What follows belongs to an exercise in optimizing a design on an open flow for small area, a short achievable clock period and few clock cycles per item; a production flow would make more cautious choices.
At most, simulation tests tie the RTL to the original design; equivalence was not proved.

==> flow/design.v <==
module fir_mac_sequencer #(
    parameter int TAPS   = 32,
    parameter int COEF_W = 20
) (
    input  logic                     clk,
    input  logic                     rst,
    input  logic signed [15:0]       data,
    input  logic                     data_valid,
    output logic                     data_ready,
    output logic [$clog2(TAPS)-1:0]  coef_addr,
    input  logic signed [COEF_W-1:0] coef_data,
    output logic [15:0]              fir_d,
    output logic                     fir_valid,
    output logic                     busy
);
    localparam int NM    = 8;              
    localparam int PH    = TAPS / NM;      
    localparam int ACC_W = 16 + COEF_W;
    logic               rdy_q, run_q;
    logic [1:0]         ph_q;
    logic [4:0]         warm_q;
    logic [5:0]         lc_q;
    logic signed [15:0] w_q  [TAPS];
    logic signed [19:0] cc_q [TAPS];
    logic [ACC_W-1:0]   acc_q;
    logic [15:0]        firD_q;
    logic               firValid_q;
    logic               lastPh, accept, startMac;
    logic [ACC_W-1:0]   prodSum, sumNow;
    logic [15:0]        quantized;
    assign lastPh     = run_q && (ph_q == 2'(PH - 1));
    assign data_ready = rdy_q && (!run_q || lastPh);
    assign busy       = ~data_ready;
    assign accept     = data_valid && data_ready;
    assign startMac   = accept && (warm_q == 5'd31);
    assign coef_addr  = lc_q[4:0];
    always_ff @(posedge clk or posedge rst) begin
        if (rst) begin
            rdy_q      <= 1'b0;
            run_q      <= 1'b0;
            ph_q       <= '0;
            warm_q     <= '0;
            lc_q       <= '0;
            firValid_q <= 1'b0;
        end else begin
            rdy_q      <= 1'b1;
            firValid_q <= lastPh;
            if (!lc_q[5]) lc_q <= lc_q + 6'd1;
            if (accept && warm_q != 5'd31) warm_q <= warm_q + 5'd1;
            if (run_q) ph_q <= ph_q + 2'd1;
            if (startMac) begin
                run_q <= 1'b1;
                ph_q  <= '0;
            end else if (lastPh) begin
                run_q <= 1'b0;
            end
        end
    end
    always_ff @(posedge clk) begin
        for (int i = 0; i < TAPS; i++) begin
            if (run_q && accept) begin
                w_q[i] <= (i == 0) ? data : w_q[(i - 1 + NM) % TAPS];
            end else if (run_q) begin
                w_q[i] <= w_q[(i + NM) % TAPS];
            end else if (accept) begin
                w_q[i] <= (i == 0) ? data : w_q[i - 1];
            end
        end
    end
    always_ff @(posedge clk) begin
        for (int i = 0; i < TAPS; i++) begin
            if (run_q) begin
                cc_q[i] <= cc_q[(i + NM) % TAPS];
            end else if (!lc_q[5]) begin
                cc_q[i] <= (i == TAPS - 1) ? coef_data : cc_q[i + 1];
            end
        end
    end
    always_comb begin
        prodSum = '0;
        for (int j = 0; j < NM; j++) begin
            prodSum = prodSum + ACC_W'(ACC_W'(w_q[j]) * ACC_W'(cc_q[j]));
        end
        sumNow = ((ph_q == 2'd0) ? '0 : acc_q) + prodSum;
    end
    always_comb begin
        quantized = {sumNow[ACC_W-2], sumNow[30:16]};
        if (sumNow[ACC_W-1]) begin
            quantized = {1'b1, sumNow[30:16]} + 16'd1;
        end
    end
    always_ff @(posedge clk) begin
        if (run_q) acc_q <= sumNow;
        if (lastPh) firD_q <= quantized;
    end
    assign fir_d     = firD_q;
    assign fir_valid = firValid_q;
endmodule
Settings: LEC_CHECK=0, CAP_MARGIN=20, CELL_PAD_IN_SITES_DETAIL_PLACEMENT=1, CELL_PAD_IN_SITES_GLOBAL_PLACEMENT=2, CORE_MARGIN=2, CORE_UTILIZATION=30, PLACE_DENSITY=0.5, SLEW_MARGIN=20; clock period 12.0 ns.
run.sh (not shown) runs the stock make flow with config.mk's settings and CLKGATE_MAP_FILE= SYNTH_SCRIPT=/design/flow/synth_recipe.tcl, a recipe that flattens the netlist after the stock synthesis.
Testbench counts at the start, summed over its fixed seeds: cycles 6,696, items 1,608.
Change:
--- a/flow/design.v
+++ b/flow/design.v
@@ -14,5 +14,5 @@
     output logic                     busy
 );
-    localparam int NM    = 8;              
+    localparam int NM    = 16;             
     localparam int PH    = TAPS / NM;      
     localparam int ACC_W = 16 + COEF_W;
@@ -24,10 +24,14 @@
     logic signed [19:0] cc_q [TAPS];
     logic [ACC_W-1:0]   acc_q;
+    logic [ACC_W-1:0]   prod_q [NM];
+    logic               runD_q;
+    logic [1:0]         phD_q;
     logic [15:0]        firD_q;
     logic               firValid_q;
-    logic               lastPh, accept, startMac;
+    logic               lastPh, lastPhD, accept, startMac;
     logic [ACC_W-1:0]   prodSum, sumNow;
     logic [15:0]        quantized;
     assign lastPh     = run_q && (ph_q == 2'(PH - 1));
+    assign lastPhD    = runD_q && (phD_q == 2'(PH - 1));
     assign data_ready = rdy_q && (!run_q || lastPh);
     assign busy       = ~data_ready;
@@ -39,4 +43,5 @@
             rdy_q      <= 1'b0;
             run_q      <= 1'b0;
+            runD_q     <= 1'b0;
             ph_q       <= '0;
             warm_q     <= '0;
@@ -45,5 +50,6 @@
         end else begin
             rdy_q      <= 1'b1;
-            firValid_q <= lastPh;
+            firValid_q <= lastPhD;
+            runD_q     <= run_q;
             if (!lc_q[5]) lc_q <= lc_q + 6'd1;
             if (accept && warm_q != 5'd31) warm_q <= warm_q + 5'd1;
@@ -77,10 +83,16 @@
         end
     end
+    always_ff @(posedge clk) begin
+        phD_q <= ph_q;
+        for (int j = 0; j < NM; j++) begin
+            prod_q[j] <= ACC_W'(ACC_W'(w_q[j]) * ACC_W'(cc_q[j]));
+        end
+    end
     always_comb begin
         prodSum = '0;
         for (int j = 0; j < NM; j++) begin
-            prodSum = prodSum + ACC_W'(ACC_W'(w_q[j]) * ACC_W'(cc_q[j]));
+            prodSum = prodSum + prod_q[j];
         end
-        sumNow = ((ph_q == 2'd0) ? '0 : acc_q) + prodSum;
+        sumNow = ((phD_q == 2'd0) ? '0 : acc_q) + prodSum;
     end
     always_comb begin
@@ -91,6 +103,6 @@
     end
     always_ff @(posedge clk) begin
-        if (run_q) acc_q <= sumNow;
-        if (lastPh) firD_q <= quantized;
+        if (runD_q) acc_q <= sumNow;
+        if (lastPhD) firD_q <= quantized;
     end
     assign fir_d     = firD_q;
=> Clock-buffer cell count went up by 154. Final area went up by 75%. Final cell count went up by 85%. Area after synthesis went up by 78%. Setup slack gets better by 3.4 ns. Wire length went up by about 70%. Sequential cell count went up by 579. Utilization went down by 0.46 points.
Testbench counts after the change, summed over its fixed seeds: cycles 3,488, items 1,608.

========
Setup of run 1:
fir_mac_sequencer, a different RTL version from the one above (not shown whole).
Size: roughly 39000 um2 of cells after synthesis.
==> module fir_mac_sequencer, before the edit <==
module fir_mac_sequencer #(
    parameter int TAPS   = 32,
    parameter int COEF_W = 20
) (
    input  logic                     clk,
    input  logic                     rst,
    input  logic signed [15:0]       data,
    input  logic                     data_valid,
    output logic                     data_ready,
    output logic [$clog2(TAPS)-1:0]  coef_addr,
    input  logic signed [COEF_W-1:0] coef_data,
    output logic [15:0]              fir_d,
    output logic                     fir_valid,
    output logic                     busy
);
    localparam int AW    = $clog2(TAPS);
    localparam int ACC_W = 16 + COEF_W;
    localparam logic [AW:0] LAST_TAP  = (AW+1)'(TAPS - 1);
    localparam logic [AW:0] WARM_FULL = (AW+1)'(TAPS);
    typedef enum logic [1:0] {
        IDLE,
        MAC,
        OUT
    } state_t;
    state_t                   state_q, state_d;
    logic signed [15:0]       sampleBuf_q [TAPS];
    logic [AW-1:0]            wrPtr_q;
    logic [AW-1:0]            base_q;
    logic [AW:0]              warm_q;
    logic [AW:0]              k_q;
    logic signed [ACC_W-1:0]  acc_q;
    logic [15:0]              firD_q;
    logic                     firValid_q;
    logic                     accept;
    logic                     lastTap;
    logic [AW-1:0]            tapIdx;
    logic signed [ACC_W-1:0]  product;
    logic [15:0]              quantized;
    logic                     unusedAccBits;
    assign tapIdx  = base_q - k_q[AW-1:0];
    assign product = ACC_W'(sampleBuf_q[tapIdx]) * ACC_W'(coef_data);
    assign unusedAccBits = ^{acc_q[ACC_W-3:31], acc_q[15:0]};
    always_ff @(posedge clk or posedge rst) begin
        if (rst) begin
            state_q <= IDLE;
        end else begin
            state_q <= state_d;
        end
    end
    always_comb begin
        state_d = state_q;
        accept  = 1'b0;
        lastTap = 1'b0;
        case (state_q)
            IDLE: begin
                accept = data_valid;
                if (accept && warm_q >= LAST_TAP) begin
                    state_d = MAC;
                end
            end
            MAC: begin
                lastTap = (k_q == LAST_TAP);
                if (lastTap) begin
                    state_d = OUT;
                end
            end
            OUT: begin
                state_d = IDLE;
            end
            default: begin
                state_d = IDLE;
            end
        endcase
    end
    always_ff @(posedge clk or posedge rst) begin
        if (rst) begin
            for (int i = 0; i < TAPS; i++) begin
                sampleBuf_q[i] <= '0;
            end
            wrPtr_q <= '0;
            base_q  <= '0;
            warm_q  <= '0;
        end else if (accept) begin
            sampleBuf_q[wrPtr_q] <= data;
            base_q  <= wrPtr_q;
            wrPtr_q <= wrPtr_q + AW'(1);
            if (warm_q != WARM_FULL) begin
                warm_q <= warm_q + (AW+1)'(1);
            end
        end
    end
    always_ff @(posedge clk or posedge rst) begin
        if (rst) begin
            acc_q <= '0;
            k_q   <= '0;
        end else if (accept) begin
            acc_q <= '0;
            k_q   <= '0;
        end else if (state_q == MAC) begin
            acc_q <= acc_q + product;
            k_q   <= k_q + (AW+1)'(1);
        end
    end
    always_comb begin
        quantized = {acc_q[ACC_W-2], acc_q[30:16]};
        if (acc_q[ACC_W-1]) begin
            quantized = {1'b1, acc_q[30:16]} + 16'd1;
        end
    end
    always_ff @(posedge clk or posedge rst) begin
        if (rst) begin
            firD_q     <= '0;
            firValid_q <= 1'b0;
        end else begin
            firValid_q <= 1'b0;
            if (state_q == OUT) begin
                firD_q     <= quantized;
                firValid_q <= (warm_q == WARM_FULL);
            end
        end
    end
    assign data_ready = (state_q == IDLE);
    assign busy       = (state_q != IDLE);
    assign coef_addr  = k_q[AW-1:0];
    assign fir_d      = firD_q;
    assign fir_valid  = firValid_q;
endmodule
Settings: LEC_CHECK=0, CAP_MARGIN=20, CORE_MARGIN=2, CORE_UTILIZATION=40, SLEW_MARGIN=20; clock period 12.0 ns.
Testbench counts of run 1, summed over its fixed seeds: cycles 54,928, items 1,608.
Relative to run 1, the following input files were edited for run 2:
--- a/flow/design.v
+++ b/flow/design.v
@@ -54,7 +54,7 @@
         case (state_q)
             IDLE: begin
                 accept = data_valid;
-                if (accept && warm_q >= LAST_TAP) begin
+                if (accept) begin
                     state_d = MAC;
                 end
             end
==> comparison <==
- Number of max-cap violations came out exactly the same in run 1 and run 2.
- STATUS upper clock frequency limit: run 2 wins against run 1
- Synthesized-area fraction occupied by xor and xnor cells of run 2 is on par with run 1.
- Run 2 reports a lower number of clock buffers in the layout than run 1 does.
- Routed wire length on run 2 is ahead of run 1.
- Required time at the worst-slack endpoint was lower in the run labelled run 1.
- Growth of design area from synthesis to finish (higher): run 2
- Comparing run 1 and run 2, the higher core utilization was measured on run 2.
- The worst hold slack of run 2 exceeds that of run 1 by 0.0062 ns.
- [compare] base=run 1 new=run 2: number of instances in the synthesized netlist -about 0.55%.
No functional check of the RTL was part of run 2.

## afterwards: timing with drivers on the ports
How much do the figures lean on ideal ports? The routed layouts below were timed once more, with nothing changed but the port constraints.
Step 1 sets driving cells, clkbuf_16 on the clock port and buf_2 on the other inputs (assumed; they add their load-dependent delay and slew).
Step 2 times the ports against the registers' clock, not the clock port: input delays grow and output delays shrink by t, the midpoint of the rising clock arrivals with the driver on.
Slacks: ideal / step 1 / step 2; pairs: ideal / step 1.
run	t (ns)	setup slack, ns	worst hold slack (ns)	worst register clock-pin slew, ns	cell pins on the clock port's net
the first run of note 1	1.014	0.431 / 0.431 / 0.431	0.475 / 0.475 / 0.475	0.07 / 0.07	1
the second run of note 1	1.135	3.856 / 3.856 / 3.856	0.492 / 0.492 / 0.492	0.08 / 0.08	1
run 1	0.678	0.822 / 0.822 / 0.822	0.468 / 0.468 / 0.468	0.06 / 0.06	1
run 2	0.691	1.388 / 1.388 / 1.388	0.474 / 0.474 / 0.474	0.07 / 0.07	1
After both steps setup and hold are still met in every run listed.
